What follows belongs to an exercise in optimizing a design on an open flow for small area; a production flow would make more cautious choices. In this exercise RTL edits were held to simulation tests only and were not proved equivalent to the original. Power and IR drop assume default switching activity.

`config.mk`:
```
export PLATFORM = sky130hd
export DESIGN_NAME = tlb_top
export DESIGN_NICKNAME = tlb_top
export VERILOG_FILES = /design/flow/design.v
export SDC_FILE = /design/flow/constraint.sdc
export NUM_CORES = 4
export LEC_CHECK = 0
export CAP_MARGIN = 20
export CORE_MARGIN = 2
export CORE_UTILIZATION = 30
export SLEW_MARGIN = 20
```
`constraint.sdc`:
```
create_clock -name core_clock -period 10.0 [get_ports {clk}]
set_input_delay 2.0000 -clock core_clock [delete_from_list [all_inputs] [get_ports {clk}]]
set_output_delay 2.0000 -clock core_clock [all_outputs]
set_load 0.01 [all_outputs]
```
`design.v`:
```
`default_nettype none
package tlb_addr_pkg;
    typedef logic [20+12-1:0] linear_addr_t;
    typedef logic [20+12-1:0] phys_addr_t;
    typedef logic [20-1:0] page_num_t;
    typedef logic [12-1:0] page_offset_t;
endpackage
`default_nettype wire
`default_nettype none
package tlb_entry_pkg;
    typedef logic [43:0] tlb_entry_t;
    typedef logic [5-1:0] entry_idx_t;
    typedef logic [32-1:0] entry_mask_t;
    typedef logic [32-2:0] plru_tree_t;
endpackage
`default_nettype wire
`timescale 1ns/1ps
`default_nettype none
module tlb_entry_array (
    input  wire                         clk,
    input  wire                         rst_n,
    input  wire tlb_entry_pkg::entry_mask_t  write_mask,
    input  wire tlb_addr_pkg::linear_addr_t  write_linear,
    input  wire tlb_addr_pkg::phys_addr_t    write_physical,
    input  wire logic                   write_combined_rw,
    input  wire logic                   write_combined_su,
    input  wire logic                   rw,
    input  wire logic                   flush_single_do,
    input  wire tlb_addr_pkg::linear_addr_t  flush_single_linear,
    input  wire logic                   flush_all_do,
    input  wire tlb_entry_pkg::entry_mask_t  stale_mask,
    output tlb_entry_pkg::tlb_entry_t [32-1:0] entries,
    output tlb_entry_pkg::entry_mask_t  valid_vec
);
    tlb_entry_pkg::tlb_entry_t  new_entry;
    tlb_addr_pkg::page_num_t    flush_page;
    assign flush_page = flush_single_linear[12 +: 20];
    always_comb begin
        new_entry = '0;
        new_entry[0 +: 20] =
            write_linear[12 +: 20];
        new_entry[20 +: 20] =
            write_physical[12 +: 20];
        new_entry[40] = 1'b1;
        new_entry[41]    = write_combined_rw;
        new_entry[42]    = write_combined_su;
        new_entry[43] = rw;
    end
    for (genvar i = 0; i < 32; i++) begin : g_entry
        logic flush_hit;
        assign flush_hit = flush_single_do && entries[i][40] &&
            (entries[i][0 +: 20] == flush_page);
        always_ff @(posedge clk) begin
            if (!rst_n) begin
                entries[i] <= '0;
            end else if (flush_all_do || flush_hit || stale_mask[i]) begin
                entries[i] <= '0;
            end else if (write_mask[i]) begin
                entries[i] <= new_entry;
            end
        end
        assign valid_vec[i] = entries[i][40];
    end
endmodule
`default_nettype wire
`timescale 1ns/1ps
`default_nettype none
module tlb_lookup (
    input  wire logic                   translate_do,
    input  wire logic                   rw,
    input  wire tlb_addr_pkg::linear_addr_t  translate_linear,
    input  wire tlb_entry_pkg::tlb_entry_t [32-1:0] entries,
    output tlb_entry_pkg::entry_mask_t  hit_mask,
    output tlb_entry_pkg::entry_mask_t  stale_mask,
    output logic                        translate_valid,
    output logic                        translate_combined_rw,
    output logic                        translate_combined_su,
    output tlb_addr_pkg::phys_addr_t    translate_physical
);
    tlb_addr_pkg::page_num_t    page;
    tlb_addr_pkg::page_offset_t offset;
    tlb_entry_pkg::tlb_entry_t  selected;
    logic                       hit_any;
    logic                       clean_write;
    assign page   = translate_linear[12 +: 20];
    assign offset = translate_linear[12-1:0];
    always_comb begin
        for (int i = 0; i < 32; i++) begin
            hit_mask[i] = translate_do && entries[i][40] &&
                (entries[i][0 +: 20] == page);
        end
    end
    always_comb begin
        selected = '0;
        for (int i = 0; i < 32; i++) begin
            if (hit_mask[i]) begin
                selected = selected | entries[i];
            end
        end
    end
    assign hit_any = |hit_mask;
    assign clean_write = hit_any && rw && !selected[43];
    assign stale_mask  = clean_write ? hit_mask : '0;
    assign translate_valid = hit_any && (!rw || selected[43]);
    assign translate_physical = translate_valid ?
        {selected[20 +: 20], offset} : translate_linear;
    assign translate_combined_rw = selected[41];
    assign translate_combined_su = selected[42];
endmodule
`default_nettype wire
`timescale 1ns/1ps
`default_nettype none
module tlb_replace (
    input  wire                         clk,
    input  wire                         rst_n,
    input  wire logic                   write_do,
    input  wire logic                   flush_all_do,
    input  wire tlb_entry_pkg::entry_mask_t  valid_vec,
    input  wire tlb_entry_pkg::entry_mask_t  hit_mask,
    output tlb_entry_pkg::entry_mask_t  write_mask
);
    tlb_entry_pkg::plru_tree_t   tree;
    tlb_entry_pkg::plru_tree_t   tree_next;
    tlb_entry_pkg::entry_idx_t   free_idx;
    tlb_entry_pkg::entry_idx_t   victim_idx;
    tlb_entry_pkg::entry_idx_t   write_idx;
    tlb_entry_pkg::entry_idx_t   touch_idx;
    tlb_entry_pkg::entry_mask_t  touch_mask;
    logic                        full;
    logic                        touch_any;
    assign full = &valid_vec;
    always_comb begin
        free_idx = '0;
        for (int i = 32-1; i >= 0; i--) begin
            if (!valid_vec[i]) begin
                free_idx = tlb_entry_pkg::entry_idx_t'(i);
            end
        end
    end
    always_comb begin
        int   node;
        logic go_upper;
        node       = 0;
        victim_idx = '0;
        for (int l = 0; l < 5; l++) begin
            go_upper = ~tree[node];
            victim_idx[5-1-l] = go_upper;
            node = 2*node + (go_upper ? 2 : 1);
        end
    end
    assign write_idx  = full ? victim_idx : free_idx;
    assign write_mask = write_do ?
        (tlb_entry_pkg::entry_mask_t'(1) << write_idx) : '0;
    assign touch_mask = write_mask | hit_mask;
    assign touch_any  = |touch_mask;
    always_comb begin
        touch_idx = '0;
        for (int i = 32-1; i >= 0; i--) begin
            if (touch_mask[i]) begin
                touch_idx = tlb_entry_pkg::entry_idx_t'(i);
            end
        end
    end
    always_comb begin
        int   node;
        logic upper;
        tree_next = tree;
        node      = 0;
        for (int l = 0; l < 5; l++) begin
            upper = touch_idx[5-1-l];
            tree_next[node] = upper;
            node = 2*node + (upper ? 2 : 1);
        end
    end
    always_ff @(posedge clk) begin
        if (!rst_n) begin
            tree <= '0;
        end else if (flush_all_do) begin
            tree <= '0;
        end else if (touch_any) begin
            tree <= tree_next;
        end
    end
endmodule
`default_nettype wire
`timescale 1ns/1ps
`default_nettype none
module tlb_top (
    input  wire                         clk,
    input  wire                         rst_n,
    input  wire logic                   translate_do,
    input  wire tlb_addr_pkg::linear_addr_t  translate_linear,
    input  wire logic                   rw,
    input  wire logic                   write_do,
    input  wire tlb_addr_pkg::linear_addr_t  write_linear,
    input  wire tlb_addr_pkg::phys_addr_t    write_physical,
    input  wire logic                   write_combined_rw,
    input  wire logic                   write_combined_su,
    input  wire logic                   flush_single_do,
    input  wire tlb_addr_pkg::linear_addr_t  flush_single_linear,
    input  wire logic                   flush_all_do,
    output logic                        translate_valid,
    output tlb_addr_pkg::phys_addr_t    translate_physical,
    output logic                        translate_combined_rw,
    output logic                        translate_combined_su
);
    tlb_entry_pkg::tlb_entry_t [32-1:0] entries;
    tlb_entry_pkg::entry_mask_t  valid_vec;
    tlb_entry_pkg::entry_mask_t  hit_mask;
    tlb_entry_pkg::entry_mask_t  stale_mask;
    tlb_entry_pkg::entry_mask_t  write_mask;
    tlb_entry_array u_entry_array (
        .clk                 (clk),
        .rst_n               (rst_n),
        .write_mask          (write_mask),
        .write_linear        (write_linear),
        .write_physical      (write_physical),
        .write_combined_rw   (write_combined_rw),
        .write_combined_su   (write_combined_su),
        .rw                  (rw),
        .flush_single_do     (flush_single_do),
        .flush_single_linear (flush_single_linear),
        .flush_all_do        (flush_all_do),
        .stale_mask          (stale_mask),
        .entries             (entries),
        .valid_vec           (valid_vec)
    );
    tlb_lookup u_lookup (
        .translate_do          (translate_do),
        .rw                    (rw),
        .translate_linear      (translate_linear),
        .entries               (entries),
        .hit_mask              (hit_mask),
        .stale_mask            (stale_mask),
        .translate_valid       (translate_valid),
        .translate_combined_rw (translate_combined_rw),
        .translate_combined_su (translate_combined_su),
        .translate_physical    (translate_physical)
    );
    tlb_replace u_replace (
        .clk          (clk),
        .rst_n        (rst_n),
        .write_do     (write_do),
        .flush_all_do (flush_all_do),
        .valid_vec    (valid_vec),
        .hit_mask     (hit_mask),
        .write_mask   (write_mask)
    );
endmodule
`default_nettype wire
```
`run.sh`:
```
#!/bin/bash
# synth_recipe.tcl (not shown) runs the flow's synth.tcl, then flattens the netlist and writes it again
# the make line also repeats each setting of config.mk as NAME=value (left out here)
make -C /OpenROAD-flow-scripts/flow DESIGN_CONFIG=/design/flow/config.mk WORK_HOME=/design/flow/orfs CLKGATE_MAP_FILE= SYNTH_SCRIPT=/design/flow/synth_recipe.tcl finish
```
==> flow_summary_export.csv <==
group,metric,value,unit
placed_design,place_ws,884,ps
synthesis,synth_top_family_by_area,"simple AND/OR/NAND/NOR gates",
sta,worst_slew_pin_slew,1220,ps
finish,nFillCells,26200,
power_and_ir_drop,combinationalPowerShare,9.2,%
synthesis,synth_seq_cells,1439,
placed_design,placed_area,80200,sq um
clocking,cts_hold_buffers,0,
placed_design,routabilityCongestion,1.01,
power_and_ir_drop,power_switching,3.57,mW
routing,met2_length,158,mm
synthesis,synth_flop_cell,"dfxtp_1",
clocking,clock_path_buffers,3,
floorplan,dieWidth,503,um
clocking,clkSinkCount,1439,
worst_setup_path,cp.required,8000,ps
power_and_ir_drop,power.density,152,nW/um^2
synthesis,synth_area_leader_cell,"dfxtp_1",
sta,rsz0062_at_grt,"no",
routing,vias,78100,
sta,min_period,9350,ps
worst_setup_path,max_stage_delay,940,ps
clocking,root_buffer,"clkbuf_16",
clocking,h-tree-depth,4,
worst_setup_path,worstSetupEndpointType,"output pin",
clocking,cts_tree,"done",
worst_setup_path,cp_slowest_cell,"nor3_2",
routing,dr_wl_met3,61.2,mm
placed_design,dpl.hpwl,234,mm
sta,hold_viol_final,0,
finish,drive_above_1_share,8.27,%
power_and_ir_drop,power.leakage,26.9,nW
global_route,grt_pass1_wl,545,mm
worst_setup_path,crit_type,"input port to output pin",
sta,setup_violations,0,
worst_hold_path,hp-class,"register to register",
worst_setup_path,crit_chain,"buf_4, buf_4, xor2_1, nor4_1, nand4_1, nor3_2, inv_1, nand2_1, nor4_1, nand4_1, nand2_2, buf_4, o21ai_0, buf_4, clkdlybuf4s50_1",
global_route,grt_pass1_vias,71100,
finish,multi_input_area,43300,sq um
clocking,cts_resized,0,
worst_setup_path,crit_fanout,32,
routing,m1WireLength,143,mm
routing,remaining_drc_errors,0,
synthesis,synthXorXnorAreaFrac,15.2,%
global_route,gr-total-overflow,0,
clocking,cts.clk_slew.worst_paths,60,ps
clocking,cts_buffers,158,
synthesis,avgSynthCellArea,7.53,sq um
clocking,clk_latency,880,ps
sta,finClkSkew,69.1,ps
power_and_ir_drop,ir_drop,0.199,mV
sta,clock.fmax,107,MHz
power_and_ir_drop,seq_power_share,44.4,%
synthesis,syn_area,74700,sq um
synthesis,synth_cell_types,102,
finish,nets,9867,
sta,slew_violations,0,
flow_run,cap_violations,0,
routing,first_iter_violations,13400,
floorplan,die-area,253000,sq um
worst_setup_path,crit_path_start_kind,"input port",
floorplan,floorplan.initialDensity,30.1,%
sta,fin_ws,647,ps
synthesis,synth_cells,9931,
finish,seqCellArea,28800,sq um
synthesis,yosys.area_share.simple,24.0,%
power_and_ir_drop,internal_power,9.38,mW
routing,top_layer_used,"met5",
synthesis,async_flop_share,0,%
routing,wl_per_cell,30.1,um
finish,design_area,85400,sq um
floorplan,die_y,503,um
synthesis,synth_nets,10100,
power_and_ir_drop,p_sw_share,27.6,%
routing,dr.pass1.iters,6,
synthesis,yosysSeqAreaShare,38.5,%
floorplan,io_pins,172,
clocking,postCtsSetupBuffers,0,
status,status,"no timing/DRC/antenna violations",
global_route,grt_max_degree,45,
synthesis,synth_area_leaders,"dfxtp_1 39%, nand2_1 15%, a21oi_1 9.9%, xnor2_1 7.9%, xor2_1 7.2%",
synthesis,yosys_warnings,3,
sta,finalSetupTns,0,ps
routing,vias_per_cell,5.93,
synthesis,synth_fa_ha_area_share,0.368,%
power_and_ir_drop,power,13.0,mW
power_and_ir_drop,clock_power_share,46.4,%
global_route,antenna_found_initial,26,
finish,post-route-util,34.4,%
floorplan,rows,183,
synthesis,synthMuxAreaShare,0.578,%
synthesis,synth_edf_count,0,
routing,routed_wirelength,396,mm
sta,min_period_over_period,93.5,%
placed_design,io_buffers,111,
global_route,grt.total_usage,30.0,%
finish,areaGrowthSynthToFinish,14.3,%
sta,relSlewSlack,18.3,%
floorplan,core_area,248000,sq um
worst_setup_path,worstPathArrival,7350,ps
synthesis,yosysTopAreaCellShare,38.5,%
worst_setup_path,critPathMostFrequentCell,"buf_4",
synthesis,synth_compound_area_share,16.6,%
routing,antenna_left,0,
-- kinds of logic (layout without fill, tap and decap cells) --
kind of cell | after synthesis | in the layout
and+or+nand+nor | 4137 | 4137
AOI/OAI and AO/OA | 2109 | 2109
DFF | 1439 | 1439
xor gates and xnor gates | 1291 | 1291
buffers and inverters | 891 | 792
muxes | 41 | 41
adders and majority gates | 22 | 22
other | 1 | 12
-- layer usage --
layer	vias up	global-route usage, %
met5	-	0
met4	16	20.3
met3	1830	9.64
met2	6515	43.1
met1	36600	38.1
li1	33100	-
-- worst max-delay path: cells and delay by family --
kind            cells  cell delay (ps)
compound gates      1              400
simple gates        7             2390
buf+inv             6             2350
xor+xnor            1              120
-- layout make-up --
cell class                 count  area share (%)
multi-input combinational   7601            50.7
sequential                  1439            33.7
clock buffer                 239            5.40
tap                         3330            4.88
timing repair buffer         444            4.31
clock inverter                45           0.699
inverter                      64           0.281
antenna                       11          0.0322
-- synth_stat cells, types with 14 or more instances --
cell type and instances:
a21oi_1 1474, a221oi_1 137, a22o_1 134, a22oi_1 100, a31oi_1 17, buf_1 61, buf_2 62, buf_4 43
clkbuf_1 658, dfxtp_1 1439, ha_1 22, inv_1 63, mux2i_1 36, nand2_1 2964, nand2b_1 27, nand3_1 176
nand4_1 236, nand4b_1 14, nor2_1 200, nor2b_1 17, nor3_1 115, nor4_1 259, nor4_2 17, o211ai_1 18
o21ai_0 77, o21ai_1 35, or2_2 14, xnor2_1 673, xor2_1 615
-- stage by stage --
stage                     hold WS, ps  instances
final                             451      13200
after global routing              463      13200
after CTS                         451      13200
after detailed placement          443      12900
after global placement            437      12900
after floorplan                   432       9931
-- registers in the layout (all words and copies together) (netlist names) --
name,count
u_replace.tree,31
u_entry_array.entries,1408
-- cells in the final DEF, fill, tap and decap left out, types with 12 or more instances in the layout --
master / Yosys / layout
xnor2_1: 673 / 673
o21ai_0: 77 / 77
buf_2: 62 / 21
nor3_1: 115 / 104
and2_1: 12 / 12
inv_1: 63 / 63
ha_1: 22 / 22
mux2i_1: 36 / 36
a22oi_1: 100 / 100
nor2_4: 0 / 24
nor2_1: 200 / 175
xor2_1: 615 / 615
o21ai_4: 1 / 33
nand2_1: 2964 / 2939
or2_2: 14 / 14
a31oi_1: 17 / 17
nand2_2: 2 / 25
clkdlybuf4s50_1: 0 / 49
nor2b_1: 17 / 17
clkinv_2: 0 / 18
a21oi_1: 1474 / 1474
buf_12: 0 / 22
clkbuf_8: 0 / 29
nor4_2: 17 / 14
nand3_1: 176 / 170
nor4_4: 1 / 16
a22o_1: 134 / 134
nand4b_1: 14 / 14
buf_4: 43 / 351
nor4_1: 259 / 247
nand2b_1: 27 / 25
clkbuf_1: 658 / 49
or4_1: 12 / 12
o211ai_1: 18 / 18
dfxtp_1: 1439 / 1439
nand4_1: 236 / 236
clkbuf_16: 0 / 161
a221oi_1: 137 / 137
-- power by group through the flow --
stage / clock [mW] / sequential [mW] / combinational, mW
after floorplan: 0 / 5.88 / 0.592
after global placement: 0 / 5.88 / 1.12
after detailed placement: 0 / 5.88 / 1.11
after CTS: 5.99 / 5.75 / 1.12
after global routing: 6.23 / 5.75 / 1.18
final: 6.01 / 5.75 / 1.19
-- path summary, 6_finish.rpt --
kind                                                    to                                     start  slack [ps]  cells past startpoint
hold / removal    u_entry_array.entries[1252]$_SDFFE_PP0P_  u_entry_array.entries[1252]$_SDFFE_PP0P_         450                      2
setup reg to reg    u_entry_array.entries[32]$_SDFFE_PP0P_            u_replace.tree[0]$_SDFFE_PP0P_        1130                     23
setup / recovery                    translate_physical[15]                      translate_linear[18]         650                     15
hold reg to reg   u_entry_array.entries[1252]$_SDFFE_PP0P_  u_entry_array.entries[1252]$_SDFFE_PP0P_         450                      2

[port drivers added, routing unchanged]
No port has a modelled driver above. Below, the same layout with a new extraction and two added sets of constraints.
Step 1 assumes that a clkbuf_16 drives the clock port and a buf_2 every other input.
Step 2 also shifts input and output timing later by t, the mid clock arrival at the registers, as if the neighbouring blocks saw the same clock.
a / b / c = no drivers / after step 1 / after step 2; a / b = the first two.
t (ns): 0.947
setup WS [ns]: 0.647 / 0.619 / 0.619
latest minus earliest clock arrival (ns): 0.069 / 0.069
slew at the worst register clock pin (ns): 0.07 / 0.07
cell pins on the clock port's net: 1
After both steps this run still meets setup and hold. For this run, drivers alone change the setup slack by -0.028 ns; drivers and shift together by -0.028 ns.
